What follows belongs to an exercise in optimizing a design on an open flow for small area; a production flow would make more cautious choices.
In this exercise RTL edits were held to simulation tests only and were not proved equivalent to the original.
Power figures rest on the tool's default switching activity, not on a simulated workload.

==> flow/design.v <==
package fifo_pkg;
  typedef logic [32-1:0] data_t;
  typedef logic [$clog2(16):0] count_t;
endpackage
package ntrpt_pkg;
  typedef logic [16-1:0] cause_t;
endpackage
module occupancy_counter (
  input  logic             clk,
  input  logic             reset,
  input  logic             push,
  input  logic             pop,
  output fifo_pkg::count_t count,
  output logic             push_ok,
  output logic             pop_ok
);
  logic is_full;
  logic is_empty;
  assign is_full  = (count == fifo_pkg::count_t'(16));
  assign is_empty = (count == '0);
  assign push_ok = push && (!is_full || (pop && !is_empty));
  assign pop_ok  = pop && !is_empty;
  logic up;
  logic down;
  assign up   = push_ok && !pop_ok;
  assign down = pop_ok && !push_ok;
  always_ff @(posedge clk or posedge reset) begin
    if (reset) begin
      count <= '0;
    end else begin
      count <= count + {{$clog2(16){down}}, up || down};
    end
  end
endmodule
module entry_shift_store (
  input  logic             clk,
  input  logic             reset,
  input  logic             push_ok,
  input  logic             pop_ok,
  input  fifo_pkg::data_t  din,
  input  fifo_pkg::count_t count,
  output fifo_pkg::data_t [16-1:0] entries
);
  always_ff @(posedge clk) begin
    if (push_ok) begin
      entries <= {entries[16-2:0], din};
    end
  end
endmodule
module head_select_match (
  input  logic             clk,
  input  logic             reset,
  input  logic             push_ok,
  input  logic             pop_ok,
  input  fifo_pkg::data_t  din,
  input  fifo_pkg::data_t [16-1:0] entries,
  input  fifo_pkg::count_t count,
  output fifo_pkg::data_t  dout,
  output logic             pndng,
  output logic             full,
  output logic             mtip
);
  fifo_pkg::data_t  head_word;
  fifo_pkg::count_t hits;
  logic             hit_in;
  logic             hit_out;
  logic [16-1:0] head_sel;
  always_comb begin
    for (int k = 0; k < 16; k++) begin
      head_sel[k] = (count == fifo_pkg::count_t'(k + 1));
    end
  end
  head_mux mux_i (
    .sel     (head_sel),
    .entries (entries),
    .word    (head_word)
  );
  assign hit_in  = (ntrpt_pkg::cause_t'(din) == ntrpt_pkg::cause_t'(16'h0080));
  assign hit_out = (ntrpt_pkg::cause_t'(head_word) == ntrpt_pkg::cause_t'(16'h0080));
  logic hit_up;
  logic hit_down;
  assign hit_up   = push_ok && hit_in && !(pop_ok && hit_out);
  assign hit_down = pop_ok && hit_out && !(push_ok && hit_in);
  always_ff @(posedge clk or posedge reset) begin
    if (reset) begin
      hits <= '0;
    end else begin
      hits <= hits + {{$clog2(16){hit_down}}, hit_up || hit_down};
    end
  end
  assign dout  = head_word;
  assign pndng = (count != '0);
  assign full  = (count == fifo_pkg::count_t'(16));
  assign mtip  = (hits != '0);
endmodule
module head_mux (
  input  logic [16-1:0]            sel,
  input  fifo_pkg::data_t [16-1:0] entries,
  output fifo_pkg::data_t                   word
);
  localparam int NG = (16 + 2) / 3;
  fifo_pkg::data_t [NG-1:0] part_n;
  genvar g;
  generate
    for (g = 0; g < NG; g = g + 1) begin : g_grp
      if (3 * g + 2 < 16) begin : g_three
        sel3_nor grp_i (
          .sel (sel[3*g+2:3*g]),
          .a   (entries[3*g]),
          .b   (entries[3*g+1]),
          .c   (entries[3*g+2]),
          .y_n (part_n[g])
        );
      end else begin : g_rest
        always_comb begin
          part_n[g] = '1;
          for (int k = 3 * g; k < 16; k++) begin
            part_n[g] = part_n[g] & ~({32{sel[k]}} & entries[k]);
          end
        end
      end
    end
  endgenerate
  always_comb begin
    word = '0;
    for (int k = 0; k < NG; k++) begin
      word = word | ~part_n[k];
    end
  end
endmodule
module sel3_nor (
  input  logic [2:0]      sel,
  input  fifo_pkg::data_t a,
  input  fifo_pkg::data_t b,
  input  fifo_pkg::data_t c,
  output fifo_pkg::data_t y_n
);
  assign y_n = ~(({32{sel[0]}} & a) |
                 ({32{sel[1]}} & b) |
                 ({32{sel[2]}} & c));
endmodule
module ntrpt_cam_fifo (
  input  logic            clk,
  input  logic            reset,
  input  logic            push,
  input  logic            pop,
  input  fifo_pkg::data_t din,
  output fifo_pkg::data_t dout,
  output logic            pndng,
  output logic            full,
  output logic            mtip
);
  fifo_pkg::count_t count;
  logic             push_ok;
  logic             pop_ok;
  fifo_pkg::data_t [16-1:0] entries;
  occupancy_counter occupancy_i (
    .clk     (clk),
    .reset   (reset),
    .push    (push),
    .pop     (pop),
    .count   (count),
    .push_ok (push_ok),
    .pop_ok  (pop_ok)
  );
  entry_shift_store store_i (
    .clk     (clk),
    .reset   (reset),
    .push_ok (push_ok),
    .pop_ok  (pop_ok),
    .din     (din),
    .count   (count),
    .entries (entries)
  );
  head_select_match select_i (
    .clk     (clk),
    .reset   (reset),
    .push_ok (push_ok),
    .pop_ok  (pop_ok),
    .din     (din),
    .entries (entries),
    .count   (count),
    .dout    (dout),
    .pndng   (pndng),
    .full    (full),
    .mtip    (mtip)
  );
endmodule
export LEC_CHECK = 0
export CAP_MARGIN = 20
export CORE_MARGIN = 2
export CORE_UTILIZATION = 70
export SLEW_MARGIN = 20
export SYNTH_HIERARCHICAL = 1
create_clock -name core_clock -period 7.0 [get_ports {clk}]
standard.sh (not shown) runs the stock make flow with config.mk's settings and CLKGATE_MAP_FILE= SYNTH_SCRIPT=/design/flow/synth_recipe.tcl, a recipe that flattens the netlist after the stock synthesis.
==> flow/flow/run.sh <==
#!/bin/bash
# Standard ORFS layout, with two changes: the port buffers are the
# smallest buffer cell, and clock-tree synthesis uses clkbuf_8 clusters
# without dummy loads. The make output goes to flow_make.log here; each
# ORFS step also keeps its own log under orfs/logs/.
set -euo pipefail
export BUFFER_PORTS_ARGS="-buffer_cell sky130_fd_sc_hd__buf_1"
export CTS_ARGS="-sink_clustering_enable -repair_clock_nets -dont_use_dummy_load -buf_list sky130_fd_sc_hd__clkbuf_8 -sink_clustering_size 18 -sink_clustering_max_diameter 50"
bash standard.sh finish > flow_make.log 2>&1
The first run finished with timing, DRC and antenna clean.
Change:
--- a/flow/design.v
+++ b/flow/design.v
@@ -13,15 +13,15 @@
   output fifo_pkg::count_t count,
   output logic             push_ok,
   output logic             pop_ok
 );
   logic is_full;
   logic is_empty;
-  assign is_full  = (count == fifo_pkg::count_t'(16));
+  assign is_full  = count[$clog2(16)];
   assign is_empty = (count == '0);
-  assign push_ok = push && (!is_full || (pop && !is_empty));
+  assign push_ok = push && (!is_full || pop);
   assign pop_ok  = pop && !is_empty;
   logic up;
   logic down;
   assign up   = push_ok && !pop_ok;
   assign down = pop_ok && !push_ok;
   always_ff @(posedge clk or posedge reset) begin
@@ -63,15 +63,16 @@
   fifo_pkg::data_t  head_word;
   fifo_pkg::count_t hits;
   logic             hit_in;
   logic             hit_out;
   logic [16-1:0] head_sel;
   always_comb begin
-    for (int k = 0; k < 16; k++) begin
-      head_sel[k] = (count == fifo_pkg::count_t'(k + 1));
+    for (int k = 0; k < 16 - 1; k++) begin
+      head_sel[k] = (count[$clog2(16)-1:0] == ($clog2(16))'(k + 1));
     end
+    head_sel[16-1] = count[$clog2(16)];
   end
   head_mux mux_i (
     .sel     (head_sel),
     .entries (entries),
     .word    (head_word)
   );
@@ -87,13 +88,13 @@
     end else begin
       hits <= hits + {{$clog2(16){hit_down}}, hit_up || hit_down};
     end
   end
   assign dout  = head_word;
   assign pndng = (count != '0);
-  assign full  = (count == fifo_pkg::count_t'(16));
+  assign full  = count[$clog2(16)];
   assign mtip  = (hits != '0);
 endmodule
 module head_mux (
   input  logic [16-1:0]            sel,
   input  fifo_pkg::data_t [16-1:0] entries,
   output fifo_pkg::data_t                   word
The new run finished with timing, DRC and antenna clean.
Non-clock buffer count rises by 3.
Combinational power rises by 28%.
Worst setup slack is better by 0.27 ns.
Register-to-register slack is better by 0.27 ns.
Synthesized cell count falls by 0.44%.
Count of clock-buffer cells in the layout does not change.
Global-route usage falls by 0.96 points.

[port drivers added, routing unchanged]
How much do the figures lean on ideal ports? The routed layouts below were timed once more, with nothing changed but the port constraints.
Step 1 (the two cells are an assumption about what drives the block):
set clk [get_ports {clk}]
set_driving_cell -lib_cell sky130_fd_sc_hd__clkbuf_16 $clk
set_driving_cell -lib_cell sky130_fd_sc_hd__buf_2 [delete_from_list [all_inputs] $clk]
Step 2 also shifts input and output timing later by t, the mid clock arrival at the registers, as if the neighbouring blocks saw the same clock.
Three values: ideal ports, drivers, drivers and shift; two values: the first two.
run	t (ns)	setup WS [ns]	worst setup path at the end
the first run	0.595	1.992 / 1.992 / 1.992	register to register
the second run	0.595	2.264 / 2.264 / 2.264	register to register
After both steps every run listed still meets setup and hold.
